What follows belongs to an exercise in optimizing a design on an open flow for small area; a production flow would make more cautious choices. Where RTL was checked, it was by simulation tests only, not by an equivalence proof against the original.

==> inputs of run a <==
==> flow/design.v <==
`default_nettype none
module cdr_word #(
  parameter int W = 16
) (
  input  logic         clk,
  input  logic         hold,
  input  logic         wa,
  input  logic         wb,
  input  logic [W-1:0] xa,
  input  logic [W-1:0] xb,
  output logic [W-1:0] q
);
  always_ff @(posedge clk)
    q <= ~((q & {W{hold}}) | (xa & {W{wa}}) | (xb & {W{wb}}));
endmodule
module cdr_rmux #(
  parameter int W = 16,
  parameter int N = 64
) (
  input  logic [N-1:0]        sel,
  input  logic [N-1:0][W-1:0] d,
  output logic [W-1:0]        y
);
  always_comb begin
    y = '0;
    for (int i = 0; i < N; i++) y = y | (d[i] & {W{sel[i]}});
  end
endmodule
module cpu_data_ram #(
  parameter int DATA_WIDTH = 16,
  parameter int ADDR_WIDTH = 6
) (
  input  logic                  clk,
  input  logic                  rst_n,
  input  logic                  ram_write,
  input  logic [ADDR_WIDTH-1:0] ram_addr,
  input  logic [DATA_WIDTH-1:0] ram_wdata,
  output logic [DATA_WIDTH-1:0] ram_rdata,
  output logic                  ram_busy,
  input  logic                  host_req,
  input  logic                  host_we,
  input  logic [ADDR_WIDTH-1:0] host_addr,
  input  logic [DATA_WIDTH-1:0] host_wdata,
  output logic                  host_ack,
  output logic [DATA_WIDTH-1:0] host_rdata,
  output logic                  par_err
);
  localparam int DEPTH = 2 ** ADDR_WIDTH;
  logic                               st_host_q, st_ack_q;
  logic                               ph_q;
  logic [DEPTH-1:0][DATA_WIDTH-1:0]   mem_q;
  logic [DATA_WIDTH-1:0]              ram_rdata_q;
  logic [DATA_WIDTH-1:0]              host_rdata_q;
  logic                    in_host;
  logic                    host_wr;
  logic [DEPTH-1:0]        wa, wb, hold, rsel;
  logic [ADDR_WIDTH-1:0]   raddr;
  logic [DATA_WIDTH-1:0]   xa, xb, rraw, rword;
  assign in_host = st_host_q;
  assign host_wr = in_host && host_we && !(ram_write && (ram_addr == host_addr));
  assign raddr   = in_host ? host_addr : ram_addr;
  assign xa      = host_wdata ^ {DATA_WIDTH{ph_q}};
  assign xb      = ram_wdata  ^ {DATA_WIDTH{ph_q}};
  always_comb begin
    for (int w = 0; w < DEPTH; w++) begin
      wa[w]   = host_wr   && (host_addr == ADDR_WIDTH'(w));
      wb[w]   = ram_write && (ram_addr  == ADDR_WIDTH'(w));
      hold[w] = !(wa[w] || wb[w]);
      rsel[w] = (raddr == ADDR_WIDTH'(w));
    end
  end
  for (genvar w = 0; w < DEPTH; w++) begin : g_word
    cdr_word #(.W(DATA_WIDTH)) u_word (
      .clk (clk),
      .hold(hold[w]),
      .wa  (wa[w]),
      .wb  (wb[w]),
      .xa  (xa),
      .xb  (xb),
      .q   (mem_q[w])
    );
  end
  cdr_rmux #(.W(DATA_WIDTH), .N(DEPTH)) u_rmux (
    .sel(rsel),
    .d  (mem_q),
    .y  (rraw)
  );
  assign rword = rraw ^ {DATA_WIDTH{ph_q}};
  always_ff @(posedge clk) ph_q <= !ph_q;
  always_ff @(posedge clk or negedge rst_n) begin
    if (!rst_n) begin
      st_host_q    <= 1'b0;
      st_ack_q     <= 1'b0;
      ram_rdata_q  <= '0;
      host_rdata_q <= '0;
    end else begin
      st_host_q <= !st_host_q && !st_ack_q && host_req;
      st_ack_q  <= st_host_q || (st_ack_q && host_req);
      if (!in_host)      ram_rdata_q  <= rword;
      else if (!host_we) host_rdata_q <= rword;
    end
  end
  assign par_err    = 1'b0;
  assign ram_rdata  = ram_rdata_q;
  assign host_rdata = host_rdata_q;
  assign ram_busy   = st_host_q;
  assign host_ack   = st_ack_q;
endmodule
`default_nettype wire
==> flow/run.sh <==
#!/bin/bash
# synth_recipe.tcl (not shown) runs the flow's synth.tcl, then flattens the netlist and writes it again
# the make line also repeats each setting of config.mk as NAME=value (left out here)
make -C /OpenROAD-flow-scripts/flow DESIGN_CONFIG=/design/flow/config.mk WORK_HOME=/design/flow/orfs CLKGATE_MAP_FILE= SYNTH_SCRIPT=/design/flow/synth_recipe.tcl finish
==> flow/config.mk <==
export PLATFORM = sky130hd
export DESIGN_NAME = cpu_data_ram
export DESIGN_NICKNAME = cpu_data_ram
export VERILOG_FILES = /design/flow/design.v
export SDC_FILE = /design/flow/constraint.sdc
export NUM_CORES = 4
export LEC_CHECK = 0
export CAP_MARGIN = 20
export CORE_MARGIN = 2
export CORE_UTILIZATION = 25
export PLACE_DENSITY = 0.45
export SLEW_MARGIN = 20
export SYNTH_HIERARCHICAL = 1
==> flow/constraint.sdc <==
create_clock -name core_clock -period 5.0 [get_ports {clk}]
set_input_delay 1.0000 -clock core_clock [delete_from_list [all_inputs] [get_ports {clk}]]
set_output_delay 1.0000 -clock core_clock [all_outputs]
set_load 0.01 [all_outputs]
==> inputs of run b, as changes to run a <==
==> flow/design.v, changed modules only <==
module cdr_bit (
  input  logic clk,
  input  logic h,
  input  logic a,
  input  logic b,
  input  logic xa,
  input  logic xb,
  output logic q
);
  always_ff @(posedge clk) q <= ~((h & q) | (a & xa) | (b & xb));
endmodule
module cdr_nand2 (
  input  logic a,
  input  logic b,
  output logic y
);
  assign y = ~(a & b);
endmodule
module cdr_and2 (
  input  logic a,
  input  logic b,
  output logic y
);
  assign y = a & b;
endmodule
module cdr_inv (
  input  logic a,
  output logic y
);
  assign y = ~a;
endmodule
module cdr_aoi3 (
  input  logic s0, d0,
  input  logic s1, d1,
  input  logic s2, d2,
  output logic y
);
  assign y = ~((s0 & d0) | (s1 & d1) | (s2 & d2));
endmodule
module cpu_data_ram #(
  parameter int DATA_WIDTH = 16,
  parameter int ADDR_WIDTH = 6
) (
  input  logic                  clk,
  input  logic                  rst_n,
  input  logic                  ram_write,
  input  logic [ADDR_WIDTH-1:0] ram_addr,
  input  logic [DATA_WIDTH-1:0] ram_wdata,
  output logic [DATA_WIDTH-1:0] ram_rdata,
  output logic                  ram_busy,
  input  logic                  host_req,
  input  logic                  host_we,
  input  logic [ADDR_WIDTH-1:0] host_addr,
  input  logic [DATA_WIDTH-1:0] host_wdata,
  output logic                  host_ack,
  output logic [DATA_WIDTH-1:0] host_rdata,
  output logic                  par_err
);
  localparam int DEPTH = 2 ** ADDR_WIDTH;    
  localparam int HI    = ADDR_WIDTH - 3;     
  localparam int NHI   = 2 ** HI;
  localparam int NGRP  = DEPTH / 3;          
  localparam int NLAST = DEPTH - 3 * NGRP;   
  logic                               st_host_q, st_ack_q;
  logic                               ph_q;
  logic [DEPTH-1:0][DATA_WIDTH-1:0]   mem_q;
  logic [DATA_WIDTH-1:0]              ram_rdata_q;
  logic [DATA_WIDTH-1:0]              host_rdata_q;
  logic                    in_host;
  logic                    host_wr;
  logic [ADDR_WIDTH-1:0]   raddr;
  logic [DATA_WIDTH-1:0]   xa, xb, rword;
  logic [NHI-1:0]          pa_hi, pb_hi, pr_hi;
  logic [7:0]              pa_lo, pb_lo, pr_lo;
  logic [DEPTH-1:0]        wa, wb, wa_n, wb_n, hold, rsel;
  logic [DATA_WIDTH-1:0][NGRP-1:0]   rgrp_n;
  logic [DATA_WIDTH-1:0][NLAST-1:0]  rlast_n;
  assign in_host = st_host_q;
  assign host_wr = in_host && host_we && !(ram_write && (ram_addr == host_addr));
  assign raddr   = in_host ? host_addr : ram_addr;
  assign xa      = host_wdata ^ {DATA_WIDTH{ph_q}};
  assign xb      = ram_wdata  ^ {DATA_WIDTH{ph_q}};
  always_comb begin
    for (int i = 0; i < NHI; i++) begin
      pa_hi[i] = host_wr   && (host_addr[ADDR_WIDTH-1:3] == HI'(i));
      pb_hi[i] = ram_write && (ram_addr[ADDR_WIDTH-1:3]  == HI'(i));
      pr_hi[i] = (raddr[ADDR_WIDTH-1:3] == HI'(i));
    end
    for (int i = 0; i < 8; i++) begin
      pa_lo[i] = (host_addr[2:0] == 3'(i));
      pb_lo[i] = (ram_addr[2:0]  == 3'(i));
      pr_lo[i] = (raddr[2:0]     == 3'(i));
    end
  end
  for (genvar w = 0; w < DEPTH; w++) begin : g_word
    cdr_nand2 u_wan (.a(pa_hi[w / 8]), .b(pa_lo[w % 8]), .y(wa_n[w]));
    cdr_nand2 u_wbn (.a(pb_hi[w / 8]), .b(pb_lo[w % 8]), .y(wb_n[w]));
    cdr_inv   u_wa  (.a(wa_n[w]), .y(wa[w]));
    cdr_inv   u_wb  (.a(wb_n[w]), .y(wb[w]));
    cdr_and2  u_h   (.a(wa_n[w]), .b(wb_n[w]), .y(hold[w]));
    cdr_and2  u_rs  (.a(pr_hi[w / 8]), .b(pr_lo[w % 8]), .y(rsel[w]));
    for (genvar j = 0; j < DATA_WIDTH; j++) begin : g_bit
      cdr_bit u_bit (
        .clk(clk),
        .h  (hold[w]),
        .a  (wa[w]),
        .b  (wb[w]),
        .xa (xa[j]),
        .xb (xb[j]),
        .q  (mem_q[w][j])
      );
    end
  end
  for (genvar g = 0; g < NGRP; g++) begin : g_rgrp
    for (genvar j = 0; j < DATA_WIDTH; j++) begin : g_rbit
      cdr_aoi3 u_aoi (
        .s0(rsel[3*g]),   .d0(mem_q[3*g][j]),
        .s1(rsel[3*g+1]), .d1(mem_q[3*g+1][j]),
        .s2(rsel[3*g+2]), .d2(mem_q[3*g+2][j]),
        .y (rgrp_n[j][g])
      );
    end
  end
  for (genvar j = 0; j < DATA_WIDTH; j++) begin : g_rlast
    for (genvar k = 0; k < NLAST; k++) begin : g_k
      cdr_nand2 u_nand (.a(rsel[3*NGRP+k]), .b(mem_q[3*NGRP+k][j]), .y(rlast_n[j][k]));
    end
  end
  for (genvar j = 0; j < DATA_WIDTH; j++) begin : g_rword
    assign rword[j] = !((&rgrp_n[j]) & (&rlast_n[j])) ^ ph_q;
  end
  always_ff @(posedge clk) ph_q <= !ph_q;
  always_ff @(posedge clk or negedge rst_n) begin
    if (!rst_n) begin
      st_host_q    <= 1'b0;
      st_ack_q     <= 1'b0;
      ram_rdata_q  <= '0;
      host_rdata_q <= '0;
    end else begin
      st_host_q <= !st_host_q && !st_ack_q && host_req;
      st_ack_q  <= st_host_q || (st_ack_q && host_req);
      if (!in_host)      ram_rdata_q  <= rword;
      else if (!host_we) host_rdata_q <= rword;
    end
  end
  assign par_err    = 1'b0;
  assign ram_rdata  = ram_rdata_q;
  assign host_rdata = host_rdata_q;
  assign ram_busy   = st_host_q;
  assign host_ack   = st_ack_q;
endmodule
// module cdr_word removed
// module cdr_rmux removed
--- a/flow/config.mk
+++ b/flow/config.mk
@@ -6,8 +6,14 @@
 export NUM_CORES = 4
 export LEC_CHECK = 0
 export CAP_MARGIN = 20
+export CELL_PAD_IN_SITES_DETAIL_PLACEMENT = 2
+export CELL_PAD_IN_SITES_GLOBAL_PLACEMENT = 2
 export CORE_MARGIN = 2
-export CORE_UTILIZATION = 25
-export PLACE_DENSITY = 0.45
+export CORE_UTILIZATION = 22
+export CTS_BUF_LIST = sky130_fd_sc_hd__clkbuf_16
+export CTS_CLUSTER_DIAMETER = 80
+export CTS_CLUSTER_SIZE = 25
+export PLACE_DENSITY = 0.35
+export SETUP_SLACK_MARGIN = 0.3
 export SLEW_MARGIN = 20
 export SYNTH_HIERARCHICAL = 1
==> notes <==
Run a finished but fails on setup timing. Run b ran to the end with no violations. In run a the first-iteration DRC count is smaller than in run b, by 8.6%. Of run a and run b, run b has the higher worst hold slack (gap 0.022 ns). Count of clock-buffer cells in the layout: run a is higher than run b (77). Against run a, the cell area of run b is lower by 3.9%. Global-route usage: run a is lower than run b (4.2 points).
Function not checked in run a: the RTL went through the layout flow alone.

[what the ideal ports hide]
Ports are ideal in the flow. The routed layouts listed here were re-timed in OpenROAD. Step 1: set_driving_cell puts a clkbuf_16 on clk and a buf_2 on each other input, an assumption about the parent block. Step 2, shift: input delay + t, output delay - t, t = (earliest + latest rising clock arrival at the registers) / 2. This alone moves slack from input paths to output paths. Slacks: ideal ports / drivers / drivers and shift; pairs: ideal ports / drivers.
| run | t (ns) | slack for setup (ns) | worst setup path at the end | latest minus earliest clock arrival (ns) |
|---|---|---|---|---|
| run a | 0.832 | -0.035 / 0.018 / -0.814 | input to register | 0.042 / 0.043 |
| run b | 0.810 | 0.337 / 0.378 / -0.432 | input to register | 0.043 / 0.044 |
Met with ideal ports but missed after step 2: setup timing in run b. For run a, which loses most, drivers alone change the setup slack by +0.053 ns; drivers and shift together by -0.779 ns.
